Context: an optimization exercise on an open-source flow, tuned for small area, a short achievable clock period and few clock cycles per item. The choices shown serve that exercise and are no tape-out recipe. At most, simulation tests tie the RTL to the original design; equivalence was not proved. No driver is modelled on the clock port, so clocking that relies on it looks cheaper here than on a real chip.

== run P ==
==> module aes128_encr_round_ctrl, before the edit <==
module aes128_encr_round_ctrl
#(
  parameter int NUM_ROUNDS = 10,
  parameter int RCNT_W     = 4
) (
  input  logic              clk,
  input  logic              rst,
  input  logic              in_valid,
  output logic              in_ready,
  input  logic [127:0]      plaintext,
  input  logic [127:0]      key,
  output logic              out_valid,
  input  logic              out_ready,
  output logic [127:0]      ciphertext
);
  if (NUM_ROUNDS != 10) begin : g_bad_rounds
    $error("aes128_encr_round_ctrl: NUM_ROUNDS must be 10 for AES-128");
  end
  if ((1 << RCNT_W) <= NUM_ROUNDS) begin : g_bad_rcnt_w
    $error("aes128_encr_round_ctrl: RCNT_W too narrow for NUM_ROUNDS");
  end
  localparam logic [7:0] RC_LAST = 8'h36;   
  logic [127:0]      st_reg, k_reg, m_reg, km_reg, out_reg;
  logic [127:0]      rk_m, m_next, out_d, k_d;
  logic [31:0]       w0_next;
  logic [7:0]        s_rc, m_rc;
  logic              s_vld, s_park, s_old;
  logic              m_vld, m_park, m_old, m_wait, m_cont;
  logic              ov_q, nov_q, ir_q, nir_q;   
  logic              leave, park, acc;
  logic [7:0]        s_rc_d;
  logic              s_vld_d, s_park_d, s_old_d, m_old_d, m_wait_d, m_cont_d, ov_d, ir_d;
  logic              leave_n, park_n;
  assign w0_next = k_reg[127:96] ^ {s_rc, 24'h000000} ^
                   (aes_encr_pkg::sub_rot_word(k_reg[31:0]) & {32{~s_park}});
  assign m_next  = aes_encr_pkg::shift_rows(aes_encr_pkg::sub_bytes(st_reg));
  aes128_key_expand_step u_key_expand (
    .rk      (km_reg),
    .rk_next (rk_m)
  );
  assign out_d = m_park ? km_reg : (m_reg ^ rk_m);
  assign leave = m_wait & m_old & nov_q;
  assign park  = m_wait & ~leave;
  assign acc   = in_valid & ~nir_q;
  assign k_d = m_cont ? rk_m : (park ? out_d : key);
  always_comb begin
    if (m_cont) begin
      s_vld_d  = 1'b1;
      s_park_d = 1'b0;
      s_old_d  = m_old;
      s_rc_d   = aes_encr_pkg::xtime(m_rc);
    end else if (park) begin
      s_vld_d  = 1'b1;
      s_park_d = 1'b1;
      s_old_d  = m_old;
      s_rc_d   = 8'h00;
    end else begin
      s_vld_d  = acc;
      s_park_d = 1'b0;
      s_old_d  = ~s_vld;
      s_rc_d   = 8'h01;
    end
    m_old_d  = s_old | leave;
    m_wait_d = s_vld & (s_park | (s_rc == RC_LAST));
    m_cont_d = s_vld & ~s_park & (s_rc != RC_LAST);
    ov_d     = leave | (~nov_q & ~out_ready);
    leave_n  = m_wait_d & m_old_d & ~ov_d;
    park_n   = m_wait_d & ~leave_n;
    ir_d     = ~m_cont_d & ~park_n & ~(s_vld_d & ~s_park_d & (s_rc_d == 8'h01));
  end
  always_ff @(posedge clk) begin
    if (rst) begin
      s_vld  <= 1'b0;
      s_park <= 1'b0;
      s_old  <= 1'b0;
      m_vld  <= 1'b0;
      m_park <= 1'b0;
      m_old  <= 1'b0;
      m_wait <= 1'b0;
      m_cont <= 1'b0;
      ov_q   <= 1'b0;
      nov_q  <= 1'b1;
      ir_q   <= 1'b1;
      nir_q  <= 1'b0;
    end else begin
      s_vld  <= s_vld_d;
      s_park <= s_park_d;
      s_old  <= s_old_d;
      m_vld  <= s_vld;
      m_park <= s_park;
      m_old  <= m_old_d;
      m_wait <= m_wait_d;
      m_cont <= m_cont_d;
      ov_q   <= ov_d;
      nov_q  <= ~ov_d;
      ir_q   <= ir_d;
      nir_q  <= ~ir_d;
    end
  end
  always_ff @(posedge clk) begin
    s_rc <= s_rc_d;
    m_rc <= s_rc;
  end
  always_ff @(posedge clk) begin
    m_reg  <= m_next;
    km_reg <= {w0_next, k_reg[95:0]};
    k_reg  <= k_d;
    st_reg <= (m_cont ? aes_encr_pkg::mix_columns(m_reg) : plaintext) ^ k_d;
    if (leave) out_reg <= out_d;
  end
  assign in_ready   = ir_q;
  assign out_valid  = ov_q;
  assign ciphertext = out_reg;
endmodule
==> flow/config.mk <==
export PLATFORM = sky130hd
export DESIGN_NAME = aes128_encr_round_ctrl
export DESIGN_NICKNAME = aes128_encr_round_ctrl
export VERILOG_FILES = /design/flow/design.v
export SDC_FILE = /design/flow/constraint.sdc
export NUM_CORES = 8
export LEC_CHECK = 0
export CAP_MARGIN = 20
export CORE_MARGIN = 2
export CORE_UTILIZATION = 30
export SLEW_MARGIN = 20
==> flow/constraint.sdc <==
create_clock -name core_clock -period 20.0 [get_ports {clk}]
set_input_delay 4.0000 -clock core_clock [delete_from_list [all_inputs] [get_ports {clk}]]
set_output_delay 4.0000 -clock core_clock [all_outputs]
set_load 0.01 [all_outputs]
standard.sh (not shown) runs the stock make flow with config.mk's settings and CLKGATE_MAP_FILE= SYNTH_SCRIPT=/design/flow/synth_recipe.tcl, a recipe that flattens the netlist after the stock synthesis.
==> flow/flow/run.sh <==
#!/bin/bash
# Standard ORFS layout, except:
#  - synthesis maps the logic with an area-oriented ABC script (flow/abc.script)
#    instead of ORFS's abc_speed.script; registers are mapped before ABC runs, so
#    they are the standard synthesis's;
#  - ports are buffered with buf_1 (outputs: buf_2) instead of the resizer's default choice
#    (clkdlybuf4s50_1, a delay cell);
#  - timing repair aims at the extra setup margin in flow/setup_margin.txt, if any;
#  - after global placement, the flip-flops that drive output ports are moved next
#    to their port buffers (flow/place_io_flops.tcl);
#  - before CTS, the registers that capture the S-box stage (m_reg, km_reg[127:96])
#    are taken off the clock net (flow/clock_detach.tcl), so that CTS builds its
#    tree for the other registers;
#  - after CTS, the clk port drives four root clock buffers, each driving a quarter
#    of the leaf clock buffers directly, in place of CTS's upper tree
#    (flow/clock_top.tcl); the S-box-stage registers get leaf buffers of their own,
#    fed from the roots through one clock delay cell per root: useful skew between
#    internal registers only (flow/clock_stage1.tcl).
set -euo pipefail
W=$PWD
export FLOW_ABC_SCRIPT=$W/flow/abc.script
sed 's|log_cmd abc {\*}$abc_args|log_cmd abc -script $::env(FLOW_ABC_SCRIPT) {*}[lrange $abc_args 2 end]|' \
  "$FLOW_HOME/scripts/synth.tcl" > "$W/synth_core.tcl"
grep -q FLOW_ABC_SCRIPT "$W/synth_core.tcl"
sed "s|source \$::env(SCRIPTS_DIR)/synth.tcl|source $W/synth_core.tcl|" synth_recipe.tcl > "$W/synth_abc.tcl"
grep -q synth_core.tcl "$W/synth_abc.tcl"
bash standard.sh synth SYNTH_SCRIPT="$W/synth_abc.tcl" > "$W/synth.log" 2>&1
EXTRA=(BUFFER_PORTS_ARGS="-buffer_cell sky130_fd_sc_hd__buf_1" CTS_CLUSTER_SIZE=25 CTS_CLUSTER_DIAMETER=100 CORE_UTILIZATION=65 PLACE_DENSITY=0.8 POST_GLOBAL_PLACE_TCL="$W/flow/place_io_flops.tcl" PRE_CTS_TCL="$W/flow/clock_detach.tcl" POST_CTS_TCL="$W/flow/post_cts.tcl")
if [[ -s flow/setup_margin.txt ]]; then
  EXTRA+=(SETUP_SLACK_MARGIN="$(cat flow/setup_margin.txt)")
fi
bash standard.sh finish "${EXTRA[@]}" > "$W/layout.log" 2>&1
Other scripts of this flow, unchanged in this note and not shown: flow/flow/abc.script, flow/flow/clock_detach.tcl, flow/flow/clock_stage1.tcl, flow/flow/clock_top.tcl, flow/flow/place_io_flops.tcl, flow/flow/post_cts.tcl
Run P: all stages done; final checks FAILED (negative hold slack).
Testbench counts of run P, summed over its fixed seeds: cycles 3,880, items 384.
For run Z, these inputs were changed with respect to run P:
-- flow/design.v --
<<< run P, line 239
  logic              s_vld_d, s_park_d, s_old_d, m_old_d, m_wait_d, m_cont_d, ov_d, ir_d;
  logic              leave_n, park_n;
  assign w0_next = k_reg[127:96] ^ {s_rc, 24'h000000} ^
                   (aes_encr_pkg::sub_rot_word(k_reg[31:0]) & {32{~s_park}});
  assign m_next  = aes_encr_pkg::shift_rows(aes_encr_pkg::sub_bytes(st_reg));
  aes128_key_expand_step u_key_expand (
    .rk      (km_reg),
    .rk_next (rk_m)
  );
  assign out_d = m_park ? km_reg : (m_reg ^ rk_m);
  assign leave = m_wait & m_old & nov_q;
  assign park  = m_wait & ~leave;
  assign acc   = in_valid & ~nir_q;
  assign k_d = m_cont ? rk_m : (park ? out_d : key);
  always_comb begin
    if (m_cont) begin
>>> run Z, line 239
  logic              s_vld_d, s_park_d, s_old_d, m_old_d, m_wait_d, m_cont_d, ov_d, ir_d;
  logic              leave_n, park_n;
  assign w0_next = k_reg[127:96] ^ {s_rc, 24'h000000} ^ aes_encr_pkg::sub_rot_word(k_reg[31:0]);
  assign m_next  = s_park ? st_reg : aes_encr_pkg::shift_rows(aes_encr_pkg::sub_bytes(st_reg));
  aes128_key_expand_step u_key_expand (
    .rk      (km_reg),
    .rk_next (rk_m)
  );
  assign out_d = m_reg ^ (rk_m & {128{~m_park}});
  assign leave = m_wait & m_old & nov_q;
  assign park  = m_wait & ~leave;
  assign acc   = in_valid & ~nir_q;
  assign k_d = m_cont ? rk_m : key;
  always_comb begin
    if (m_cont) begin
<<< run P, line 261
      s_park_d = 1'b1;
      s_old_d  = m_old;
      s_rc_d   = 8'h00;
    end else begin
      s_vld_d  = acc;
>>> run Z, line 260
      s_park_d = 1'b1;
      s_old_d  = m_old;
      s_rc_d   = m_rc;
    end else begin
      s_vld_d  = acc;
<<< run P, line 313
    km_reg <= {w0_next, k_reg[95:0]};
    k_reg  <= k_d;
    st_reg <= (m_cont ? aes_encr_pkg::mix_columns(m_reg) : plaintext) ^ k_d;
    if (leave) out_reg <= out_d;
  end
>>> run Z, line 312
    km_reg <= {w0_next, k_reg[95:0]};
    k_reg  <= k_d;
    st_reg <= park ? out_d : ((m_cont ? aes_encr_pkg::mix_columns(m_reg) : plaintext) ^ k_d);
    if (leave) out_reg <= out_d;
  end
==> run notes <==
None of the runs run P and run Z ends with a clean layout.
Per the comparison of run Z with run P, netlist area before placement higher; wire length the detailed router placed on met1 higher.
Compared with run P, run Z shows a higher amount of wire on met3 after detailed routing.
Between run P and run Z, the count of cell instances traversed by the critical path is lower for run Z.
Signed area change from the synthesized netlist to the final layout: run Z vs run P up 0.56 points
Worst-path cell with the longest stage delay: sky130_fd_sc_hd__mux2i_1 -> run P, sky130_fd_sc_hd__xnor2_1 -> run Z
Fmax: run Z > run P
Count of buffers from port buffering across run P and run Z: no real change.
Looking at number of nets produced by synthesis, run Z sits above run P.
The multiplexer area fraction after synthesis of run Z is lower than that of run P.
Between run P and run Z, the fraction of met3 tracks used by global routing is higher for run Z.
For run Z, only the layout was checked, not whether the RTL still works.

[separate check: timing with driven ports]
In the flow no input, the clock included, has a driving cell. The finished layouts below were timed again as built, in two steps.
Step 1, drivers: a clkbuf_16 drives clk and a buf_2 each remaining input, both assumed.
Step 2, shift: input delay + t, output delay - t, t = (earliest + latest rising clock arrival at the registers) / 2. This alone moves slack from input paths to output paths.
Slacks: ideal / step 1 / step 2; pairs: ideal / step 1.
run	t (ns)	setup WS [ns]	worst hold slack (ns)	worst setup path at the end	clock arrival spread, ns
run P	0.846	14.853 / 14.853 / 14.569	-0.029 / -0.029 / -0.029	input to register	0.669 / 0.668
run Z	0.843	14.921 / 14.879 / 14.413	-0.041 / -0.040 / -0.040	input to register	0.673 / 0.672
In run P and run Z the clock reaches the registers at very different times; t lies between them, and the last value is a rough guide only. For run Z, which loses most, drivers alone change the setup slack by -0.042 ns; drivers and shift together by -0.508 ns.
